Background: an optimization exercise with open tools, aiming at small area and a short achievable clock period. Do not read the settings as production practice.
At most, simulation tests tie the RTL to the original design; equivalence was not proved.

Design fft_power_peak, start of the top module:
module fft_power_peak #(
    parameter  int N          = 8,
    parameter  int DATA_WIDTH = 16,
    localparam int BIN_W      = $clog2(N),
    localparam int PWR_W      = 2 * DATA_WIDTH + 1
) (
    input  logic                         clk,
    input  logic                         rst_n,
    input  logic signed [DATA_WIDTH-1:0] in_real,
    input  logic signed [DATA_WIDTH-1:0] in_imag,
    input  logic                         in_valid,
    input  logic                         clear,
    input  logic        [PWR_W-1:0]      thresh,
    output logic                         peak_over,
    output logic        [PWR_W-1:0]      pwr_out,
    output logic        [BIN_W-1:0]      pwr_bin,
    output logic                         pwr_valid,
    output logic        [PWR_W-1:0]      peak_pwr,
    output logic        [BIN_W-1:0]      peak_bin,
    output logic                         peak_valid,
    output logic        [15:0]           frame_cnt,
    output logic        [1:0]            dbg_state
);
For scale: about 1500 cells after synthesis, roughly 210 flip-flops, roughly 160 I/O pins, ~15000 µm² of cells after synthesis.
Settings: LEC_CHECK=0, CAP_MARGIN=20, CORE_MARGIN=2, CORE_UTILIZATION=40, SETUP_SLACK_MARGIN=4.2, SLEW_MARGIN=20, SYNTH_HIERARCHICAL=1, SYNTH_MINIMUM_KEEP_SIZE=0; clock period 7.5 ns.
standard.sh (not shown) runs the stock make flow with config.mk's settings and CLKGATE_MAP_FILE= SYNTH_SCRIPT=/design/flow/synth_recipe.tcl, a recipe that flattens the netlist after the stock synthesis.
==> flow/flow/run.sh <==
#!/bin/bash
# Layout flow: the standard flow (standard synthesis, floorplan, place, CTS, route,
# finish) unchanged, except that the port buffers are the platform's plain buf_1 cell
# instead of the resizer's default pick; repair_design and repair_timing still resize them.
set -euo pipefail
export BUFFER_PORTS_ARGS="-buffer_cell sky130_fd_sc_hd__buf_1"
bash standard.sh finish > standard.log 2>&1
The starting point completed without violations.
Then changed:
--- a/flow/design.v
+++ b/flow/design.v
@@ -1202,43 +1202,41 @@
     fpp_fa u_fa220 (.a(r_cs[62]), .b(c217), .c(s219), .s(s220), .co(c220));
     fpp_fa u_fa221 (.a(r_cs[63]), .b(r_cs[64]), .c(c219), .s(s221), .co(c221));
     fpp_fa u_fa222 (.a(r_cs[65]), .b(r_cs[66]), .c(r_cs[67]), .s(s222), .co(c222));
     fpp_fa u_fa223 (.a(r_cs[68]), .b(r_cs[69]), .c(r_cs[70]), .s(s223), .co(c223));
     fpp_fa u_fa224 (.a(r_cs[71]), .b(r_cs[72]), .c(r_cs[73]), .s(s224), .co(c224));
     assign ra = {~r_cs[81], ~r_cs[79], ~r_cs[77], ~r_cs[75], ~r_cs[74], ~c223, ~c222, ~c221, ~c220, ~c218, ~c216, ~c214, ~c212, ~c210, ~c208, ~s207, ~c203, ~c201, ~c199, ~c197, ~s196, ~s194, ~c192, ~c191, ~c190, ~r_cs[9], ~r_cs[6], ~r_cs[5], ~r_cs[4], ~r_cs[2], 1'b0, r_cs[0]};
     assign rb = {~r_cs[82], ~r_cs[80], ~r_cs[78], ~r_cs[76], ~c224, ~s224, ~s223, ~s222, ~s221, ~s220, ~s218, ~s216, ~s214, ~s212, ~s210, s208, s205, s203, s201, s199, s197, s195, s193, s192, s191, s190, 1'b0, 1'b0, 1'b0, ~r_cs[3], 1'b0, r_cs[1]};
-    assign w_sum = ra + rb;
+    fpp_cpa u_cpa (.a(ra), .b(rb), .y(w_sum));
     logic [31:0] r_pwr;
     always_ff @(posedge clk) begin
         r_pwr <= w_sum;
     end
     always_ff @(posedge clk or negedge rst_n) begin
         if (!rst_n) pwr_valid <= 1'b0;
         else        pwr_valid <= r_s1_valid & ~clear;
     end
     assign pwr_out = {1'b0, r_pwr};
-    assign pwr_bin = r_bin_cnt - 3'd1 - {2'b0, r_s1_valid};
+    always_ff @(posedge clk) begin
+        pwr_bin <= r_bin_cnt - 3'd1;
+    end
     logic        r_run, r_rep;
     logic [31:0] r_run_pwr;
     logic [2:0]  r_run_bin;
     logic [31:0] r_peak_pwr;
     logic        w_beat, w_bin0, w_bin7, w_gt, w_take, w_report;
     logic [31:0] w_nxt_pwr;
     logic [2:0]  w_nxt_bin;
     assign dbg_state  = {r_rep, r_run};
     assign peak_valid = r_rep;
     assign peak_pwr   = {1'b0, r_peak_pwr};
     assign w_beat   = pwr_valid & ~clear;
     assign w_bin0   = (pwr_bin == 3'd0);
     assign w_bin7   = (pwr_bin == 3'd7);
-    always_comb begin
-        w_gt = 1'b0;
-        for (int i = 0; i < 32; i++)
-            w_gt = (r_pwr[i] & ~r_run_pwr[i]) | ((r_pwr[i] | ~r_run_pwr[i]) & w_gt);
-    end
+    fpp_gt32 u_gt (.a(r_pwr), .b(r_run_pwr), .gt(w_gt));
     assign w_take   = w_beat & (r_run ? w_gt : w_bin0);
     assign w_report = w_beat & r_run & w_bin7;
     assign w_nxt_pwr = w_take ? r_pwr   : r_run_pwr;
     assign w_nxt_bin = w_take ? pwr_bin : r_run_bin;
     always_ff @(posedge clk) begin
         r_run_pwr <= w_nxt_pwr;
         r_run_bin <= w_nxt_bin;
@@ -1260,21 +1258,44 @@
             end
         end
     end
     always_ff @(posedge clk or negedge rst_n) begin
         if (!rst_n) begin
             peak_over <= 1'b0;
         end else if (r_rep) begin
-            peak_over <= ({1'b0, r_peak_pwr} >= thresh);
+            peak_over <= ~w_thr_gt;
         end
     end
+    logic w_thr_gt;
+    fpp_gt33 u_thr (.a(thresh), .b({1'b0, r_peak_pwr}), .gt(w_thr_gt));
 endmodule
 module fpp_fa (
     input  logic a,
     input  logic b,
     input  logic c,
     output logic s,
     output logic co
 );
     assign s  = a ^ b ^ c;
     assign co = (a & b) | (c & (a ^ b));
 endmodule
+module fpp_gt32 (
+    input  logic [31:0] a,
+    input  logic [31:0] b,
+    output logic        gt
+);
+    always_comb begin
+        gt = 1'b0;
+        for (int i = 0; i < 32; i++)
+            gt = (a[i] & ~b[i]) | ((a[i] | ~b[i]) & gt);
+    end
+endmodule
+module fpp_gt33 (
+    input  logic [32:0] a,
+    input  logic [32:0] b,
+    output logic        gt
+);
+    assign gt = a > b;
+endmodule
+module fpp_cpa (input logic [31:0] a, input logic [31:0] b, output logic [31:0] y);
+    assign y = a + b;
+endmodule
Result: The new run completed without violations. Final cell count came out higher by a few percent. Cell area came out higher slightly. Register-to-register slack gains 110 ps. Sequential share of layout area came out higher by 0.22 points. Synthesized cell count came out higher by a few percent. Fmax came out higher slightly. Routed wire length came out higher slightly.
Function not checked in the first run of this note: the RTL went through the layout flow alone.

## what the ideal ports hide
The results above use ideal ports. As a check the final layouts listed here were re-extracted and re-timed, cells and wires unchanged.
Step 1 sets driving cells, clkbuf_16 on the clock port and buf_2 on the other inputs (assumed; they add their load-dependent delay and slew).
Step 2 adds t to the input delays and takes it off the output delays; t is the mean of the earliest and latest rising clock arrival at the registers after step 1. Input paths then give back, and output paths get back, about the clock's delay inside the block.
Slacks: no drivers / after step 1 / after step 2; pairs: no drivers / after step 1.
| run | t, ns | slack for setup (ns) | worst setup path at the end |
|---|---|---|---|
| the first run | 0.548 | 4.081 / 4.081 / 3.535 | input to register |
| the second run | 0.562 | 4.134 / 4.121 / 3.559 | input to register |
After both steps setup and hold are still met in every run listed. For the second run, which loses most, drivers alone change the setup slack by -0.013 ns; drivers and shift together by -0.575 ns.
